Background: an optimization exercise with open tools, aiming at small area, a short achievable clock period and few clock cycles per item. Do not read the settings as production practice.
Only simulation tests tie the RTL to the original design; equivalence was not proved.
No activity file was given, so power comes from the tool's default toggle rates.

==> flow/config.mk <==
export PLATFORM = sky130hd
export DESIGN_NAME = muldiv_seq
export DESIGN_NICKNAME = muldiv_seq
export VERILOG_FILES = /design/flow/design.v
export SDC_FILE = /design/flow/constraint.sdc
export NUM_CORES = 4
export LEC_CHECK = 0
export CAP_MARGIN = 20
export CORE_MARGIN = 2
export CORE_UTILIZATION = 40
export SLEW_MARGIN = 20
==> flow/constraint.sdc <==
create_clock -name core_clock -period 12.0 [get_ports {clk}]
set_input_delay 2.4000 -clock core_clock [delete_from_list [all_inputs] [get_ports {clk}]]
set_output_delay 2.4000 -clock core_clock [all_outputs]
set_load 0.01 [all_outputs]
==> flow/design.v <==
package muldiv_pkg;
    localparam int XLEN_DEFAULT = 32;
    typedef enum logic [2:0] {
        OP_MUL    = 3'b000,
        OP_MULH   = 3'b001,
        OP_MULHSU = 3'b010,
        OP_MULHU  = 3'b011,
        OP_DIV    = 3'b100,
        OP_DIVU   = 3'b101,
        OP_REM    = 3'b110,
        OP_REMU   = 3'b111
    } op_e;
    function automatic logic is_div(input logic [2:0] op);
        is_div = op[2];
    endfunction
    function automatic logic is_rem(input logic [2:0] op);
        is_rem = op[2] & op[1];
    endfunction
    function automatic logic is_signed_a(input logic [2:0] op);
        is_signed_a = (op == 3'b000) || (op == 3'b001) || (op == 3'b010) ||
                      (op == 3'b100) || (op == 3'b110);
    endfunction
    function automatic logic is_signed_b(input logic [2:0] op);
        is_signed_b = (op == 3'b000) || (op == 3'b001) || (op == 3'b100) || (op == 3'b110);
    endfunction
endpackage
module muldiv_clz (
    input  logic [31:0] v,
    output logic [5:0]  clz
);
    logic [15:0] a1;  logic [15:0] z1;         
    logic [7:0]  a2;  logic [1:0]  z2 [8];     
    logic [3:0]  a3;  logic [2:0]  z3 [4];     
    logic [1:0]  a4;  logic [3:0]  z4 [2];     
    logic [4:0]  z5;
    always_comb begin
        for (int i = 0; i < 16; i++) begin
            a1[i] = v[2*i+1] | v[2*i];
            z1[i] = ~v[2*i+1];
        end
        for (int i = 0; i < 8; i++) begin
            a2[i] = a1[2*i+1] | a1[2*i];
            z2[i] = a1[2*i+1] ? {1'b0, z1[2*i+1]} : {1'b1, z1[2*i]};
        end
        for (int i = 0; i < 4; i++) begin
            a3[i] = a2[2*i+1] | a2[2*i];
            z3[i] = a2[2*i+1] ? {1'b0, z2[2*i+1]} : {1'b1, z2[2*i]};
        end
        for (int i = 0; i < 2; i++) begin
            a4[i] = a3[2*i+1] | a3[2*i];
            z4[i] = a3[2*i+1] ? {1'b0, z3[2*i+1]} : {1'b1, z3[2*i]};
        end
        z5  = a4[1] ? {1'b0, z4[1]} : {1'b1, z4[0]};
        clz = (a4[1] | a4[0]) ? {1'b0, z5} : 6'd32;
    end
endmodule
module muldiv_seq #(
    parameter int XLEN        = muldiv_pkg::XLEN_DEFAULT,
    parameter int MUL_LATENCY = 1
) (
    input  logic            clk,
    input  logic            rst,
    input  logic            start,
    input  logic [2:0]      op,
    input  logic [XLEN-1:0] rs1,
    input  logic [XLEN-1:0] rs2,
    input  logic            flush,
    output logic            ready,
    output logic            busy,
    output logic            done,
    output logic [XLEN-1:0] result
);
    logic        busy_q, done_q;
    logic        st_setup, st_mull, st_mulh, st_div, st_fin, st_fix;
    logic [2:0]  op_q;
    logic [4:0]  cnt;
    logic        negres, fix2;
    logic [33:0] X;
    logic [31:0] Y;
    logic        yfill, yprev;
    logic [32:0] Z;
    logic        op_rem, op_div, op_mull;
    assign op_rem  = muldiv_pkg::is_rem(op_q);
    assign op_div  = muldiv_pkg::is_div(op_q);
    assign op_mull = (op_q == 3'b000);
    logic       sa_in, sb_in;
    logic [5:0] ls_a_in, ls_b_in, ls_a, ls_b, m_a, m_b;
    assign sa_in = muldiv_pkg::is_signed_a(op) & rs1[XLEN-1];
    assign sb_in = muldiv_pkg::is_signed_b(op) & rs2[XLEN-1];
    muldiv_clz u_clz_a (.v({rs1[XLEN-2:0] ^ {(XLEN-1){rs1[XLEN-1]}}, 1'b1}), .clz(ls_a_in));
    muldiv_clz u_clz_b (.v({rs2[XLEN-2:0] ^ {(XLEN-1){rs2[XLEN-1]}}, 1'b1}), .clz(ls_b_in));
    assign m_a = (Z[31] & ~Z[32]) ? 6'd0 : ls_a + 6'd1;
    assign m_b = (Y[31] & ~yfill) ? 6'd0 : ls_b + 6'd1;
    logic       swap, b_zero, k_neg;
    logic [6:0] k;
    assign swap   = ~(Z[31] & ~Z[32]) & ((Y[31] & ~yfill) | (ls_a > ls_b));
    assign b_zero = (ls_b == 6'd31) & ~Y[31];    
    assign k      = {1'b0, m_b[5] ? 6'd31 : m_b} + {6'd0, Z[32]} - {1'b0, m_a};
    assign k_neg  = k[6];
    logic [32:0] shifted;
    logic [4:0]  shamt;
    assign shamt   = op_div ? k[4:0] : 5'd0;
    assign shifted = {yfill, Y} << shamt;
    logic s_swap, s_mull, s_mulh;
    assign s_swap = st_setup & ~op_div & swap;
    assign s_mull = st_mull | (st_setup & op_mull & ~swap);
    assign s_mulh = st_mulh | (st_setup & ~op_div & ~op_mull & ~swap);
    logic c_one, c_two, c_inv, c_y;
    logic [2:0] bsrc;
    logic nb_neg, nb_one, nb_two;
    logic in_neg, in_one, in_two;
    assign bsrc   = s_swap ? {Z[1:0], 1'b0} : Y[3:1];
    assign nb_neg = bsrc[2] & ~(bsrc[1] & bsrc[0]);
    assign nb_one = bsrc[1] ^ bsrc[0];
    assign nb_two = (bsrc[2] & ~bsrc[1] & ~bsrc[0]) | (~bsrc[2] & bsrc[1] & bsrc[0]);
    assign in_neg = rs2[1];
    assign in_one = rs2[0];
    assign in_two = rs2[1] & ~rs2[0];
    logic mul_rest_zero;    
    logic mull_last;        
    logic mulh_skip;        
    assign mul_rest_zero = (Y == {32{yfill}}) & (yprev == yfill);
    assign mull_last     = (Y[31:1] == {31{yfill}});
    assign mulh_skip     = mul_rest_zero & (cnt[4:2] != 3'd0);
    logic [33:0] zx, opb, sum;
    assign zx  = {Z[32], Z};
    assign opb = ({34{c_one}} & zx) | ({34{c_two}} & {Z, 1'b0}) | ({34{c_y}} & {2'b00, Y});
    assign sum = X + (opb ^ {34{c_inv}}) + {33'd0, c_inv};
    logic        q;
    logic [31:0] q_next;
    assign q      = ~sum[33];
    assign q_next = {Y[30:0], q};
    always_ff @(posedge clk) begin
        if (rst | flush) begin
            busy_q   <= 1'b0;
            done_q   <= 1'b0;
            st_setup <= 1'b0;
            st_mull  <= 1'b0;
            st_mulh  <= 1'b0;
            st_div   <= 1'b0;
            st_fin   <= 1'b0;
            st_fix   <= 1'b0;
        end else begin
            done_q   <= 1'b0;
            st_setup <= 1'b0;
            st_mull  <= 1'b0;
            st_mulh  <= 1'b0;
            st_div   <= 1'b0;
            st_fin   <= 1'b0;
            st_fix   <= 1'b0;
            if (!busy_q) begin
                if (start) begin
                    busy_q   <= 1'b1;
                    st_setup <= 1'b1;
                end
            end else if (st_setup & op_div) begin
                if (b_zero | k_neg) begin
                    busy_q <= 1'b0;
                    done_q <= 1'b1;
                end else begin
                    st_div <= 1'b1;
                end
            end else if (s_swap) begin
                st_mull <= op_mull;
                st_mulh <= ~op_mull;
            end else if (s_mull) begin
                if (mull_last) begin
                    busy_q <= 1'b0;
                    done_q <= 1'b1;
                end else begin
                    st_mull <= 1'b1;
                end
            end else if (s_mulh) begin
                if (mulh_skip ? (cnt == 5'd4) : (cnt == 5'd1)) st_fin <= 1'b1;
                else st_mulh <= 1'b1;
            end else if (st_div) begin
                if (cnt == 5'd0) begin
                    if (op_rem & q & ~negres) begin   
                        busy_q <= 1'b0;
                        done_q <= 1'b1;
                    end else if (op_rem | negres) st_fix <= 1'b1;
                    else begin
                        busy_q <= 1'b0;
                        done_q <= 1'b1;
                    end
                end else begin
                    st_div <= 1'b1;
                end
            end else if (st_fix & op_rem & negres & ~fix2) begin
                st_fix <= 1'b1;
            end else begin   
                busy_q <= 1'b0;
                done_q <= 1'b1;
            end
        end
    end
    always_ff @(posedge clk) begin
        if (!busy_q) begin
            c_one <= op[2] | in_one;
            c_two <= ~op[2] & in_two;
            c_inv <= op[2] ? sa_in : in_neg;
            c_y   <= 1'b0;
            ls_a  <= ls_a_in;
            ls_b  <= ls_b_in;
            op_q  <= op;
            cnt   <= 5'd16;
            yprev <= 1'b0;
            X     <= 34'd0;
            Y     <= rs2;
            yfill <= sb_in;
            Z     <= {sa_in, rs1};
        end else if (st_setup & op_div) begin
            cnt    <= k[4:0];
            fix2   <= 1'b0;
            negres <= op_rem ? Z[32] : (Z[32] ^ yfill);
            c_inv  <= ~yfill;
            X <= sum;
            Y <= op_rem ? Z[31:0] : {32{b_zero}};
            Z <= shifted;
        end else if (s_swap) begin
            c_one <= nb_one;
            c_two <= nb_two;
            c_inv <= nb_neg;
            Y     <= Z[31:0];
            yfill <= Z[32];
            Z     <= shifted;
        end else if (s_mull) begin
            c_one <= nb_one;
            c_two <= nb_two;
            c_inv <= nb_neg;
            X     <= sum;
            Z     <= {Z[30:0], 2'b00};
            yprev <= Y[1];
            if (mull_last) Y <= sum[31:0];
            else           Y <= {yfill, yfill, Y[31:2]};
        end else if (s_mulh) begin
            if (mulh_skip) begin
                X   <= {{8{X[33]}}, X[33:8]};
                cnt <= cnt - 5'd4;
            end else begin
                c_one <= nb_one;
                c_two <= nb_two;
                c_inv <= nb_neg;
                X     <= {{2{sum[33]}}, sum[33:2]};
                Y     <= {yfill, yfill, Y[31:2]};
                yprev <= Y[1];
                cnt   <= cnt - 5'd1;
            end
        end else if (st_div) begin
            X     <= sum;
            Y     <= q_next;
            c_inv <= q ^ Z[32];
            cnt   <= cnt - 5'd1;
            if (cnt != 5'd0) begin
                Z <= {Z[32], Z[32:1]};
            end else if (op_rem) begin
                Y     <= sum[31:0];
                c_one <= ~q;
                c_inv <= ~q & Z[32];
            end else begin
                c_one <= 1'b0;
                c_y   <= 1'b1;
                c_inv <= 1'b1;
                X     <= 34'd0;
            end
        end else if (st_fix) begin
            Y     <= sum[31:0];
            X     <= 34'd0;
            fix2  <= 1'b1;
            c_one <= 1'b0;
            c_y   <= 1'b1;
            c_inv <= 1'b1;
        end else begin   
            Y <= sum[31:0];
        end
    end
    assign busy   = busy_q;
    assign ready  = ~busy_q;
    assign done   = done_q;
    assign result = Y;
endmodule
==> flow/flow/run.sh <==
#!/bin/bash
set -euo pipefail
bash standard.sh SETUP_SLACK_MARGIN=8 "CTS_BUF_LIST=sky130_fd_sc_hd__clkbuf_4 sky130_fd_sc_hd__clkbuf_8" "BUFFER_PORTS_ARGS=-buffer_cell sky130_fd_sc_hd__buf_2" finish > flow_standard.log 2>&1
==> flow/standard.sh <==
#!/bin/bash
# synth_recipe.tcl (not shown) runs the flow's synth.tcl, then flattens the netlist and writes it again
# the make line also repeats each setting of config.mk as NAME=value (left out here)
make -C /OpenROAD-flow-scripts/flow DESIGN_CONFIG=/design/flow/config.mk WORK_HOME=/design/flow/orfs CLKGATE_MAP_FILE= SYNTH_SCRIPT=/design/flow/synth_recipe.tcl "${@:-finish}"
==> results of run 1 <==
[cells in the final DEF (no fill, tap or decap), drive strengths merged, types with 13 or more instances in the layout]
master	n
a211oi	30
a21o	21
a21oi	158
a221oi	27
a222oi	48
a31oi	34
and3	17
buf	175
clkbuf	22
dfxtp	48
edfxtp	84
ha	60
inv	45
mux2	18
mux2i	97
nand2	248
nand2b	23
nand3	64
nand4	13
nor2	150
nor2b	14
nor3	42
o211ai	14
o21a	18
o21ai	116
o221ai	20
o22ai	15
o31ai	14
or3	22
xnor2	57
xor2	16
[critical path, delay by kind of cell (launching register included)]
family | cells | cell delay (ns)
AOI/OAI and AO/OA | 8 | 2.11
xor gates and xnor gates | 1 | 0.18
adders and majority gates | 1 | 0.31
buffers and inverters | 6 | 0.85
DFF | 1 | 0.46
and+or+nand+nor | 1 | 0.07
[state kept, by name (all words and copies together), names as in the netlist, 3 cells and up]
register / cells
X: 34
Y: 32
Z: 33
cnt: 5
ls_a: 5
ls_b: 5
op_q: 3
[worst min-delay path by stage]
stage                 from      to  slack, ns
floorplan           cnt[3]  cnt[3]       0.43
CTS                 cnt[3]  cnt[3]       0.46
global placement    cnt[3]  cnt[3]       0.44
detailed placement  cnt[3]  cnt[3]       0.45
global route        cnt[3]  cnt[3]       0.50
finish              cnt[3]  cnt[3]       0.46
[timing repair]
item                                    CTS  global route
cloned                                    1             5
endpoints found under the setup margin   84            62
pin swaps                                27            27
resized for setup                        55            87
setup buffers                            24            19
[cell usage after synthesis (all sizes together), types with 18 or more instances]
cell    count
a221oi     27
nand2b     23
ha         60
o221ai     20
nand3      64
a211oi     30
nand2     244
or3        22
mux2i      97
inv        43
a21o       21
xnor2      57
clkbuf    103
a222oi     48
nor2      150
o21ai     116
edfxtp     84
a21oi     158
o21a       18
buf        26
mux2       18
a31oi      34
nor3       42
dfxtp      48
[where the power goes]
part	internal, mW	total (mW)	switching [mW]
Sequential	0.519	0.599	0.0806
Combinational	0.441	1.11	0.673
Clock	0.255	0.462	0.207
Total	1.22	2.18	0.960
[area by class of cell]
type,count,area (µm²),area share [%]
tap,455,569,3.49
inverter,43,161,0.989
timing repair buffer,177,1220,7.49
multi-input combinational,1494,10400,63.8
clock inverter,12,204,1.25
clock buffer,20,256,1.57
sequential,132,3490,21.4
antenna,1,2.50,0.0153
[layer usage]
layer  wire length [µm]  up-vias
li1                   -     6986
met1              24200     7487
met2              26200     1000
met3               6650      161
met4               2620        2
met5                  8        -
[cells by family (layout without fill, tap and decap cells)]
logic type,Yosys count,count (layout)
other,0,1
XOR/XNOR,73,73
AND/OR/NAND/NOR,634,638
flip-flops,132,132
buffers and inverters,172,252
multiplexers,121,121
adder cells (fa/ha/maj),62,62
AO/OA/AOI/OAI,600,600
[metrics by stage]
stage                     worst slack, ns  total power [mW]
final                                7.81              2.18
after global routing                 7.62              2.26
after CTS                            7.88              2.03
after detailed placement             7.01              1.51
after global placement               7.08              1.51
after floorplan                      8.05              1.22
==> impl_metrics.csv, run 1 <==
group,metric,value,unit
run_status,status,"complete, no violations",
clocking,holdBufCountCts,0,
setup_path,crit_path_max_fanout,5,
place,dpl-instance-area,14700,µm²
pwr,total_leakage_power,6.42,nW
setup_path,rr_startpoint,"c_one",
place,place_inst,2252,
clocking,path_clk_slew,0.10,ns
grt,antenna_found_initial,2,
timing,finalHoldViolations,0,
synth,synthFlopType,"edfxtp_1",
layout,fin_util,47.5,%
grt,grt-busiest-layer,"met2",
layout,drive_gt1_share,19.1,%
clocking,cts_buffers,17,
layout,stdcell_count,2334,
layout,nets,1998,
setup_path,r2r_cells,17,
synth,syn_inst,1794,
synth,synth_xor_area_share,4.60,%
pwr,ir_drop,69.1,µV
worst_hold_path,hold_path_depth,2,
timing,final-setup-viol-count,0,
route,drt-pass1-iter-count,9,
floorplan,coreArea,34400,µm²
timing,clock_skew,0.0229,ns
layout,area_delta_synth_final,17.4,%
grt,use_met2,47.7,%
timing,holdWs,0.462,ns
synth,yosys-top-cells-area,"edfxtp_1 (18%), mux2i_1 (7.0%), dfxtp_1 (6.9%), nand2_1 (6.6%), a21oi_1 (5.7%)",
synth,yosys-mux-area-fraction,9.42,%
setup_path,setup.worst_path.start,"c_one",
synth,syn_nets,1927,
floorplan,ios,106,
place,place_congestion,0.948,
layout,fill_cells,3412,
setup_path,r2r_slack,7.81,ns
synth,synth_top_area_share,18.1,%
job,drv_cap,0,
clocking,cts_tree,"built",
floorplan,die_w,190,µm
synth,async_flop_share,0,%
synth,synth_fa_ha_area_share,5.69,%
synth,synth_warnings,5,
setup_path,cpPeakStageDelay,0.46,ns
setup_path,criticalPathCategory,"reg -> reg",
worst_hold_path,hold_path.class,"reg -> reg",
timing,maxSlewHeadroom,31.6,%
grt,grt_use_met1,43.2,%
synth,synth-edff-count,84,
synth,synth_compound_area_share,29.2,%
layout,design_area,16300,µm²
setup_path,reg2reg_to,"Y[0]",
synth,ys_types,86,
setup_path,worst_setup_path_endpoint,"Y[0]",
setup_path,end_kind,"flip-flop",
synth,synth_seq_cells,132,
synth,ys_seq_area_share,25.1,%
floorplan,fp.dieH,190,µm
timing,drv_slew,0,
timing,tightestPinTransition,1.03,ns
synth,yosys.area_share.simple,21.0,%
route,drtIter0Drc,2431,
timing,finalCritPeriodShare,34.9,%
route,avgRoutedWirePerCell,25.6,µm
setup_path,worstPathRequired,12.30,ns
setup_path,arrival,4.49,ns
clocking,clock-sinks,132,
route,routed_wl,59.7,mm
setup_path,critical_path.cell_chain,"buf_6 -> buf_12 -> a222oi_1 -> xnor2_1 -> ha_2 -> o21a_1 -> o211ai_1 -> a21oi_2 -> a211o_1 -> a21oi_2 -> nor4bb_4 -> buf_6 -> buf_4 -> buf_8 -> buf_8 -> o211a_1 -> a211oi_2",
place,dp_hpwl,42.4,mm
route,routed_via_density,6.70,
place,port_buffers,105,
floorplan,rows,68,
clocking,clk_path_buf_depth,2,
grt,globalRouteTotalUtil,31.3,%
clocking,cts-root-buf,"clkbuf_8",
clocking,clkLatencyLatePin,0.49,ns
synth,yosys.area.top_type,"edfxtp_1",
synth,synth_top_family_by_area,"compound AO/OA/AOI/OAI gates",
route,antenna_left,0,
timing,max_freq,239,MHz
pwr,p_per_area,133,nW/µm²
clocking,cts_max_level,4,
floorplan,initial_core_util,40.4,%
synth,syn_area,13900,µm²
timing,rsz0062_at_grt,"yes",
setup_path,crit_slowest_cell,"edfxtp_1",
grt,use_met3,5.85,%
grt,grt_pass1_vias,13900,
grt,grt_max_degree,70,
timing,min_period,4.19,ns
grt,overflow,0,
route,drcViolationCount,0,
synth,synth.avg_cell_area,7.75,µm²
setup_path,timing.critical_path.from_type,"flip-flop",
timing,tns,0,ns
grt,grt_pass1_wl,86.5,mm
floorplan,die_area,36300,µm²
route,via_count,15600,
Testbench counts, summed over its fixed seeds: cycles 39,849, ops 4,000.
==> run 2: changes to the inputs <==
==> flow/flow/run.sh (replaced) <==
#!/bin/bash
set -euo pipefail
bash standard.sh SETUP_SLACK_MARGIN=7.5 CAP_MARGIN=5 SLEW_MARGIN=5 "CTS_BUF_LIST=sky130_fd_sc_hd__clkbuf_4 sky130_fd_sc_hd__clkbuf_8" "BUFFER_PORTS_ARGS=-buffer_cell sky130_fd_sc_hd__buf_2" finish > flow_standard.log 2>&1
==> run 2 against run 1 <==
Net effect:
- fmax is 6.3% lower
- utilization shrank 2.5 points
- design area shrank 5.3%
- still clean on timing, DRC and antenna
- sequential share of layout area increased by 1.2 points
- critical path type unchanged
- area after synthesis unchanged
- via count decreased by 0.80%
- clock skew decreased by 0.0080 ns
- die area unchanged
- sequential cell count stayed put
- worst hold slack worse by 0.0073 ns
- count of clock-buffer cells in the layout is 1 lower
- highest routed layer unchanged
==> impl_metrics.csv, run 2 <==
group,metric,value,unit
floorplan,die_w,190,µm
synth,yosys.area.top_type,"edfxtp_1",
setup_path,path_buf_inv,1,
timing,drv_slew,0,
synth,syn_nets,1927,
run_status,status,"complete, no violations",
timing,final.setup.worst_slack,7.53,ns
timing,tns,0,ns
pwr,ir_drop,78.6,µV
layout,area_delta_synth_final,11.2,%
place,dp_hpwl,41.9,mm
synth,netlist_top_cells_count,"nand2_1 (244), a21oi_1 (158), nor2_1 (150)",
route,drcViolationCount,0,
synth,synth-edff-count,84,
grt,grt_pass1_wl,84.9,mm
synth,ys_seq_area_share,25.1,%
layout,fill_cells,3500,
place,port_buffers,105,
place,dpl-instance-area,14700,µm²
setup_path,crit_path_frequent_cell,"ha_1",
route,routed_wl,57.4,mm
layout,drive_gt1_share,13.7,%
grt,grt_max_degree,106,
synth,synth_warnings,5,
floorplan,coreArea,34400,µm²
route,drtIter0Drc,2485,
synth,synth_seq_cells,132,
timing,final-setup-viol-count,0,
grt,overflow,0,
synth,syn_inst,1794,
route,antenna_left,0,
timing,min_period,4.47,ns
clocking,clkLatencyLatePin,0.50,ns
layout,final_cell_mix,"nand2_1 (242), a21oi_1 (155), nor2_1 (149)",
worst_hold_path,hold_path_depth,2,
clocking,cts_buffers,17,
route,routed_via_density,6.72,
job,drv_cap,0,
place,dp_slack,7.23,ns
timing,finalHoldViolations,0,
clocking,path_clk_slew,0.08,ns
setup_path,arrival,4.68,ns
synth,synth_top_area_share,18.1,%
clocking,clock-sinks,132,
floorplan,initial_core_util,40.4,%
floorplan,ios,106,
clocking,cts-root-buf,"clkbuf_8",
setup_path,cpPeakStageDelay,0.83,ns
setup_path,criticalPathCategory,"reg -> reg",
pwr,p_per_area,131,nW/µm²
timing,max_freq,224,MHz
setup_path,timing.critical_path.from_type,"flip-flop",
pwr,power,2.03,mW
synth,async_flop_share,0,%
grt,antenna_found_initial,2,
clocking,cts_tree,"built",
timing,clock_skew,0.0149,ns
setup_path,critical_path.top_delay_family,"compound AO/OA/AOI/OAI gates",
route,avgRoutedWirePerCell,24.9,µm
clocking,clk_path_buf_depth,2,
pwr,total_leakage_power,6.18,nW
layout,design_area,15500,µm²
setup_path,crit_path_max_fanout,6,
synth,synth.avg_cell_area,7.75,µm²
route,via_count,15500,
layout,nets,1972,
floorplan,fp.dieH,190,µm
timing,maxSlewHeadroom,27.2,%
synth,syn_area,13900,µm²
clocking,holdBufCountCts,0,
synth,ys_types,86,
setup_path,worstPathRequired,12.22,ns
floorplan,die_area,36300,µm²
timing,rsz0062_at_grt,"yes",
synth,yosys-top-cells-area,"edfxtp_1 (18%), mux2i_1 (7.0%), dfxtp_1 (6.9%), nand2_1 (6.6%), a21oi_1 (5.7%)",
setup_path,critical_path.cell_chain,"a222oi_1 -> xnor2_1 -> ha_1 -> nand2_1 -> or3_4 -> or2_2 -> nor2_1 -> nand3_1 -> nor4bb_2 -> buf_4 -> ha_1 -> o31ai_1 -> a21oi_1 -> o31ai_2 -> a21oi_2",
timing,tightestPinTransition,1.09,ns
floorplan,rows,68,
place,place_congestion,1.00,
synth,synthFlopType,"edfxtp_1",
setup_path,cp_num_cells,15,
synth,synth_most_common_cell,"nand2_1",
clocking,cts_max_level,4,
setup_path,crit_slowest_cell,"a222oi_1",
layout,regMostFlops,"X",
grt,grt_pass1_vias,13800,
worst_hold_path,hold_path.class,"reg -> reg",
setup_path,end_kind,"flip-flop",
layout,top_regs,"X (34), Z (33), Y (32)",
route,drt-pass1-iter-count,14,
layout,largest_register_ffs,34,
grt,globalRouteTotalUtil,30.6,%
layout,final_common_cell,"nand2_1",
timing,finalCritPeriodShare,37.2,%
setup_path,r2r_cells,15,
run 2: cell counts after synthesis:
Identical to the previous run, type by type.
run 2: worst paths after layout:
kind / from / end / slack, ns
max reg2reg: Z[30] / c_inv / 7.53
max: Z[30] / c_inv / 7.53
min: cnt[3] / cnt[3] / 0.45
min reg2reg: cnt[3] / cnt[3] / 0.45
run 2: cell type report:
| cell class | instances | area [µm²] | area share (%) |
|---|---|---|---|
| multi-input cells | 1490 | 9860 | 63.8 |
| flip-flops and latches | 132 | 3490 | 22.6 |
| diodes | 2 | 5.00 | 0.0324 |
| well taps | 455 | 569 | 3.68 |
| repair buffers | 155 | 937 | 6.06 |
| inverters | 43 | 161 | 1.04 |
| clock inverters | 13 | 183 | 1.18 |
| clock buffers | 19 | 249 | 1.61 |
run 2: cells by family after synthesis:
family / synth area share [%]
adder cells (fa/ha/maj): 5.69
XOR/XNOR: 4.60
multiplexers: 9.42
buffers and inverters: 5.01
AO/OA/AOI/OAI: 29.2
AND/OR/NAND/NOR: 21.0
flip-flops: 25.1
run 2: worst min-delay path, stage by stage (launching register included):
cell and delay (ns):
dfxtp_1 0.31, nand2_1 0.05, a21oi_1 0.05
run 2: report_power, final:
part / internal, mW / switching [mW]
clock network: 0.230 / 0.208
registers: 0.519 / 0.0842
logic: 0.378 / 0.612
run 2: layer usage:
layer  up-vias  GRT usage [%]  part of all wire [%]
li1       6943              -                     -
met2       964           47.4                    44
met3       182           6.66                    11
met5         -              0                 0.016
met4         2           12.3                   4.0
met1      7420           41.2                    41
run 2: timing repair:
action / in CTS / in global routing
pin swaps: 0 / 14
endpoints found under the setup margin: 17 / 24
cloned: 0 / 0
setup buffers: 8 / 16
gates resized for setup: 1 / 30
run 2: through the flow:
stage,utilization [%],hold WS (ns),std cells
floorplan,-,0.432,1794
global placement,42.7,0.442,2251
detailed placement,42.7,0.447,2251
CTS,44.2,0.456,2291
global route,45.0,0.507,2307
finish,45.0,0.455,2309
==> run 3: changes to the inputs <==
==> flow/flow/run.sh (replaced) <==
#!/bin/bash
set -euo pipefail
bash standard.sh SETUP_SLACK_MARGIN=7.5 PLACE_DENSITY=0.75 "CTS_BUF_LIST=sky130_fd_sc_hd__clkbuf_4 sky130_fd_sc_hd__clkbuf_8" "BUFFER_PORTS_ARGS=-buffer_cell sky130_fd_sc_hd__buf_2" finish > flow_standard.log 2>&1
==> run 3 against run 2 <==
Net effect:
- still clean
- register-to-register slack gained 0.07 ns
- worst hold slack improved by 0.021 ns
- critical path depth increased by 3
- utilization is 0.14 points lower
- clock skew up 0.0071 ns
- count of clock-buffer cells in the layout rose by 2
- largest power group unchanged
- highest routed layer unchanged
==> impl_metrics.csv, run 3 <==
group,metric,value,unit
layout,drive_gt1_share,13.4,%
timing,maxSlewHeadroom,25.5,%
synth,yosys-top-cells-area,"edfxtp_1 (18%), mux2i_1 (7.0%), dfxtp_1 (6.9%), nand2_1 (6.6%), a21oi_1 (5.7%)",
setup_path,crit_slowest_cell,"a222oi_1",
worst_hold_path,hold_path_depth,2,
pwr,total_leakage_power,6.17,nW
synth,netlist_top_cells_count,"nand2_1 (244), a21oi_1 (158), nor2_1 (150)",
place,place_congestion,0.978,
setup_path,arrival,4.60,ns
setup_path,timing.critical_path.from_type,"flip-flop",
synth,ys_seq_area_share,25.1,%
route,drtIter0Drc,2822,
worst_hold_path,hold_path.class,"reg -> reg",
pwr,ir_drop,84.8,µV
clocking,holdBufCountCts,0,
setup_path,worstPathRequired,12.20,ns
setup_path,reg2reg_to,"c_inv",
layout,regMostFlops,"X",
worst_hold_path,whs_endpoint,"cnt[3]",
synth,synth.avg_cell_area,7.75,µm²
clocking,path_clk_slew,0.09,ns
pwr,p_per_area,130,nW/µm²
layout,final_cell_mix,"nand2_1 (242), a21oi_1 (157), nor2_1 (149)",
floorplan,die_w,190,µm
floorplan,fp.dieH,190,µm
synth,syn_area,13900,µm²
grt,grt_pass1_wl,84.3,mm
timing,max_freq,227,MHz
clocking,cts_buffers,17,
pwr,p_int,1.11,mW
clocking,cts_tree,"built",
run_status,status,"complete, no violations",
floorplan,initial_core_util,40.4,%
layout,final_common_cell,"nand2_1",
timing,finalCritPeriodShare,36.7,%
synth,synth_top_area_share,18.1,%
clocking,clock-sinks,132,
synth,synth_warnings,5,
clocking,clkLatencyLatePin,0.50,ns
clocking,cts-root-buf,"clkbuf_8",
synth,synth_most_common_cell,"nand2_1",
place,dpl-instance-area,14700,µm²
timing,tightestPinTransition,1.11,ns
setup_path,rr_startpoint,"c_one",
timing,clock_skew,0.0220,ns
timing,drv_slew,0,
floorplan,coreArea,34400,µm²
route,drcViolationCount,0,
layout,nets,1972,
place,port_buffers,105,
layout,design_area,15400,µm²
setup_path,crit_path_max_fanout,17,
layout,n_antenna_cell,0,
route,drt-pass1-iter-count,12,
timing,finalHoldViolations,0,
pwr,netSwitchingPower,0.893,mW
synth,ys_types,86,
timing,final-setup-viol-count,0,
timing,min_period,4.40,ns
pwr,p_comb_share,48.3,%
floorplan,die_area,36300,µm²
layout,largest_register_ffs,34,
clocking,cts_max_level,4,
worst_hold_path,hold_start,"cnt[3]",
synth,synthFlopType,"edfxtp_1",
synth,syn_nets,1927,
timing,rsz0062_at_grt,"yes",
synth,synth-edff-count,84,
setup_path,critical_path.top_delay_family,"simple AND/OR/NAND/NOR gates",
timing,tns,0,ns
clocking,clk_path_buf_depth,2,
setup_path,r2r_slack,7.60,ns
place,dp_hpwl,40.7,mm
layout,ff_latch_area,3490,µm²
setup_path,criticalPathCategory,"reg -> reg",
layout,area_delta_synth_final,10.9,%
synth,yosys.area.top_type,"edfxtp_1",
setup_path,r2r_cells,18,
grt,grt_max_degree,88,
setup_path,end_kind,"flip-flop",
timing,holdWs,0.476,ns
route,routed_via_density,6.75,
synth,synth_seq_cells,132,
grt,antenna_found_initial,1,
setup_path,path_buf_inv,3,
synth,syn_inst,1794,
setup_path,cpPeakStageDelay,0.58,ns
grt,overflow,0,
route,antenna_left,0,
grt,globalRouteTotalUtil,29.8,%
pwr,pwr-share-clk,21.5,%
synth,async_flop_share,0,%
floorplan,ios,106,
grt,grt_pass1_vias,14300,
route,via_count,15600,
pwr,seq_power_share,30.2,%
layout,top_regs,"X (34), Z (33), Y (32)",
layout,multi_input_area,9840,µm²
setup_path,critical_path.cell_chain,"buf_4 -> buf_6 -> a222oi_1 -> xnor2_1 -> ha_1 -> nand2_1 -> or3_4 -> or2_2 -> nor2_1 -> nand3_1 -> nor4bb_2 -> buf_4 -> ha_1 -> nand2_1 -> o31ai_1 -> a21oi_1 -> o31ai_1 -> a21oi_1",
job,drv_cap,0,
layout,fill_cells,3430,
floorplan,rows,68,
route,routed_wl,56.0,mm
pwr,switching_share,44.6,%
route,avgRoutedWirePerCell,24.3,µm
-- run 3: kinds of logic (layout without fill, tap and decap cells) --
kind of cell             count (synthesis)  count (layout)  share of synthesized area (%)
AO/OA/AOI/OAI                          600             600                           29.2
XOR/XNOR                                73              73                           4.60
adder cells (fa/ha/maj)                 62              62                           5.69
buffers and inverters                  172             230                           5.01
flip-flops                             132             132                           25.1
multiplexers                           121             121                           9.42
AND/OR/NAND/NOR                        634             634                           21.0
-- run 3: layout make-up --
type / instances / share of cell area, %
Sequential cell: 132 / 22.6
Clock buffer: 21 / 1.79
Inverter: 43 / 1.05
Clock inverter: 11 / 0.966
Timing Repair Buffer: 155 / 6.00
Multi-Input combinational cell: 1490 / 63.9
Tap cell: 455 / 3.69
-- run 3: worst max-delay path by stage --
stage | from | slack (ns) | endpoint | depth (start not counted)
after global routing | c_one | 7.40 | c_inv | 17
after detailed placement | c_one | 7.29 | c_inv | 14
final | c_one | 7.60 | c_inv | 18
after global placement | yfill | 7.38 | Z[28] | 15
after floorplan | ls_a[2] | 7.62 | Z[0] | 7
after CTS | Y[31] | 7.58 | Z[26] | 14
-- run 3: power groups by stage --
stage | sequential (mW) | combinational (mW) | clock (mW)
after global placement | 0.616 | 0.876 | 0
final | 0.605 | 0.967 | 0.430
after detailed placement | 0.616 | 0.881 | 0
after global routing | 0.603 | 1.03 | 0.443
after CTS | 0.600 | 0.901 | 0.424
after floorplan | 0.565 | 0.656 | 0
-- run 3: through the flow --
step	setup WS (ns)	power [mW]	cells	utilization [%]
2_1_floorplan	7.62	1.22	1794	-
3_3_place_gp	7.38	1.49	2251	42.7
3_5_place_dp	7.29	1.50	2251	42.7
4_1_cts	7.58	1.92	2292	44.2
5_1_grt	7.40	2.08	2307	44.8
6_report	7.60	2.00	2307	44.8
-- run 3: routing by layer --
metal | up-vias | wire length (µm) | GRT usage [%]
li1 | 6930 | - | -
met4 | 2 | 3080 | 15.3
met5 | - | 16 | 0
met2 | 1165 | 24900 | 46.2
met1 | 7246 | 21000 | 38.9
met3 | 236 | 7030 | 6.64
-- run 3: timing repair --
| action | 4_1_cts | 5_1_grt |
|---|---|---|
| resized for setup | 3 | 23 |
| pin swaps | 0 | 9 |
| hold endpoints to repair | 0 | 0 |
| cloned | 0 | 0 |
| setup endpoints to repair | 12 | 16 |
| setup buffers | 9 | 15 |
-- run 3: worst min-delay path, cell delays in order (launching register included) --
cell and delay [ns]:
dfxtp_1 0.32, nand2_1 0.06, a21oi_1 0.05
==> run 4: changes to the inputs <==
==> flow/flow/run.sh (replaced) <==
#!/bin/bash
set -euo pipefail
bash standard.sh SETUP_SLACK_MARGIN=8 PLACE_DENSITY=0.75 "CTS_BUF_LIST=sky130_fd_sc_hd__clkbuf_4 sky130_fd_sc_hd__clkbuf_8" "BUFFER_PORTS_ARGS=-buffer_cell sky130_fd_sc_hd__buf_2" finish > flow_standard.log 2>&1
==> run 4 against run 3 <==
Net effect:
- still clean on timing, DRC and antenna
- final cell count increased by 1.2%
- non-clock buffer count up 26
- clock power decreased by 8.4%
==> impl_metrics.csv, run 4 <==
group,metric,value,unit
synth,synth-edff-count,84,
worst_hold_path,hold_path.class,"reg -> reg",
setup_path,critical_path.top_delay_family,"compound AO/OA/AOI/OAI gates",
setup_path,arrival,4.51,ns
synth,netlist_top_cells_count,"nand2_1 (244), a21oi_1 (158), nor2_1 (150)",
grt,grt_pass1_wl,84.9,mm
clocking,cts_max_level,4,
setup_path,cpPeakStageDelay,0.45,ns
synth,yosys.area.top_type,"edfxtp_1",
timing,max_freq,238,MHz
timing,finalHoldViolations,0,
job,drv_cap,0,
layout,ff_latch_area,3490,µm²
layout,final_common_cell,"nand2_1",
route,routed_wl,56.9,mm
grt,grt_max_degree,76,
setup_path,crit_path_max_fanout,12,
floorplan,rows,68,
floorplan,die_area,36300,µm²
setup_path,criticalPathCategory,"reg -> reg",
timing,clock_skew,0.0227,ns
synth,synth_most_common_cell,"nand2_1",
layout,final_cell_mix,"nand2_1 (238), a21oi_1 (149), nor2_1 (146)",
layout,stdcell_count,2335,
floorplan,coreArea,34400,µm²
setup_path,timing.critical_path.from_type,"flip-flop",
layout,area_delta_synth_final,16.2,%
route,drt-pass1-iter-count,14,
setup_path,critical_path.cell_chain,"buf_6 -> buf_12 -> a222oi_1 -> xnor2_1 -> ha_1 -> a21o_1 -> a221o_1 -> o32a_1 -> nand3_1 -> nor4bb_1 -> buf_4 -> buf_4 -> buf_6 -> nand2_1 -> or3_1 -> a31oi_2",
grt,antenna_found_initial,2,
layout,largest_register_ffs,34,
synth,synth_top_area_share,18.1,%
synth,synth_seq_cells,132,
clocking,cts-root-buf,"clkbuf_8",
synth,synthFlopType,"edfxtp_1",
route,drcViolationCount,0,
timing,min_period,4.19,ns
route,avgRoutedWirePerCell,24.4,µm
synth,synth_warnings,5,
layout,regMostFlops,"X",
clocking,path_clk_slew,0.09,ns
route,routed_via_density,6.77,
place,dp_hpwl,40.7,mm
grt,grt_use_met1,38.9,%
grt,use_met3,7.21,%
clocking,clk_path_buf_depth,2,
floorplan,ios,106,
synth,ys_types,86,
timing,final-setup-viol-count,0,
route,via_count,15800,
timing,rsz0062_at_grt,"yes",
synth,synth.avg_cell_area,7.75,µm²
layout,n_antenna_cell,0,
grt,globalRouteTotalUtil,30.1,%
place,dpl-instance-area,14700,µm²
pwr,ir_drop,76.6,µV
grt,grt-busiest-layer,"met2",
setup_path,end_kind,"flip-flop",
clocking,cts_buffers,17,
timing,tightestPinTransition,0.893,ns
route,antenna_left,0,
grt,grt_pass1_vias,14400,
synth,syn_inst,1794,
synth,async_flop_share,0,%
timing,finalCritPeriodShare,34.9,%
setup_path,worstPathRequired,12.32,ns
pwr,total_leakage_power,6.35,nW
layout,drive_gt1_share,18.4,%
grt,overflow,0,
clocking,clock-sinks,132,
setup_path,crit_slowest_cell,"edfxtp_1",
setup_path,path_buf_inv,5,
grt,use_met2,45.9,%
route,drtIter0Drc,2688,
pwr,p_per_area,132,nW/µm²
run_status,status,"complete, no violations",
timing,maxSlewHeadroom,40.4,%
place,place_inst,2249,
timing,tns,0,ns
timing,drv_slew,0,
synth,syn_area,13900,µm²
synth,ys_seq_area_share,25.1,%
synth,yosys-top-cells-area,"edfxtp_1 (18%), mux2i_1 (7.0%), dfxtp_1 (6.9%), nand2_1 (6.6%), a21oi_1 (5.7%)",
place,port_buffers,105,
layout,nets,2000,
layout,fin_util,47.0,%
layout,multi_input_area,10400,µm²
clocking,clkLatencyLatePin,0.49,ns
synth,syn_nets,1927,
layout,top_regs,"X (34), Z (33), Y (32)",
layout,fill_cells,3331,
place,place_congestion,0.996,
floorplan,fp.dieH,190,µm
layout,design_area,16200,µm²
clocking,cts_tree,"built",
floorplan,die_w,190,µm
floorplan,initial_core_util,40.4,%
## run 4: cell counts after synthesis
Identical to the previous run, type by type.
## run 4: routing by layer
layer  vias up  routed length [µm]
met3       273                6820
met2      1176               24900
met4         4                3510
met5         -                  23
met1      7360               21700
li1       6999                   -
## run 4: cell type report
cell class              count  share of cell area, %
flip-flops and latches    132                   21.6
clock inverters            10                  0.596
clock buffers              22                   1.84
inverters                  43                  0.999
well taps                 455                   3.52
repair buffers            181                   7.31
multi-input cells        1492                   64.1
## run 4: stage by stage
stage	hold WS (ns)	setup slack [ns]	power (mW)
floorplan	0.432	8.05	1.22
global placement	0.443	7.23	1.49
detailed placement	0.443	7.18	1.50
CTS	0.455	7.93	1.94
global route	0.490	7.75	2.21
finish	0.456	7.81	2.13
## run 4: worst min-delay path: cells and delay by family (launching register included)
| family | cells | cell delay, ns |
|---|---|---|
| simple gates | 1 | 0.05 |
| flops | 1 | 0.32 |
| compound gates | 1 | 0.05 |
## run 4: kinds of logic after synthesis
logic type,after synthesis,share of synthesized area [%]
AOI/OAI and AO/OA,600,29.2
xor gates and xnor gates,73,4.60
adders and majority gates,62,5.69
buffers and inverters,172,5.01
DFF,132,25.1
muxes,121,9.42
and+or+nand+nor,634,21.0
## run 4: report_power, final
part | leakage (nW) | switching (mW) | internal, mW
sequential | 1.28 | 0.0854 | 0.519
combinational | 4.87 | 0.670 | 0.463
clock | 0.207 | 0.204 | 0.190
## run 4: final timing paths
check | from | to | slack, ns | cells past startpoint
hold / removal | cnt[3] | cnt[3] | 0.46 | 2
setup / recovery | c_one | c_one | 7.81 | 16
hold reg to reg | cnt[3] | cnt[3] | 0.46 | 2
setup reg to reg | c_one | c_one | 7.81 | 16
## run 4: repair_timing
action,CTS,global route
setup buffers,29,23
gates cloned,1,1
resized for setup,31,110
hold buffers,0,0
pin swaps,26,30
endpoints found under the setup margin,80,58

==> port drivers added, routing unchanged <==
The results above use ideal ports. As a check the final layouts listed here were re-extracted and re-timed, cells and wires unchanged. Step 1: set_driving_cell puts a clkbuf_16 on clk and a buf_2 on each other input, an assumption about the parent block. Step 2, shift: input delay + t, output delay - t, t = (earliest + latest rising clock arrival at the registers) / 2. This alone moves slack from input paths to output paths. Three values: no drivers, after step 1, after step 2; two values: the first two.
run | shift t [ns] | setup WS [ns] | worst hold slack (ns) | clock arrival spread, ns | worst data-port slew with drivers (ns)
run 1 | 0.528 | 7.811 / 7.811 / 7.580 | 0.462 / 0.462 / 0.462 | 0.025 / 0.025 | 0.10
run 2 | 0.536 | 7.530 / 7.530 / 7.309 | 0.455 / 0.455 / 0.455 | 0.015 / 0.015 | 0.04
run 3 | 0.533 | 7.599 / 7.599 / 7.283 | 0.476 / 0.476 / 0.476 | 0.022 / 0.022 | 0.05
run 4 | 0.524 | 7.806 / 7.806 / 7.597 | 0.456 / 0.456 / 0.456 | 0.023 / 0.022 | 0.04
After both steps setup and hold are still met in every run listed. The setup slack of run 3, which loses most, moves by 0.000 ns with the drivers and by -0.316 ns with both steps.
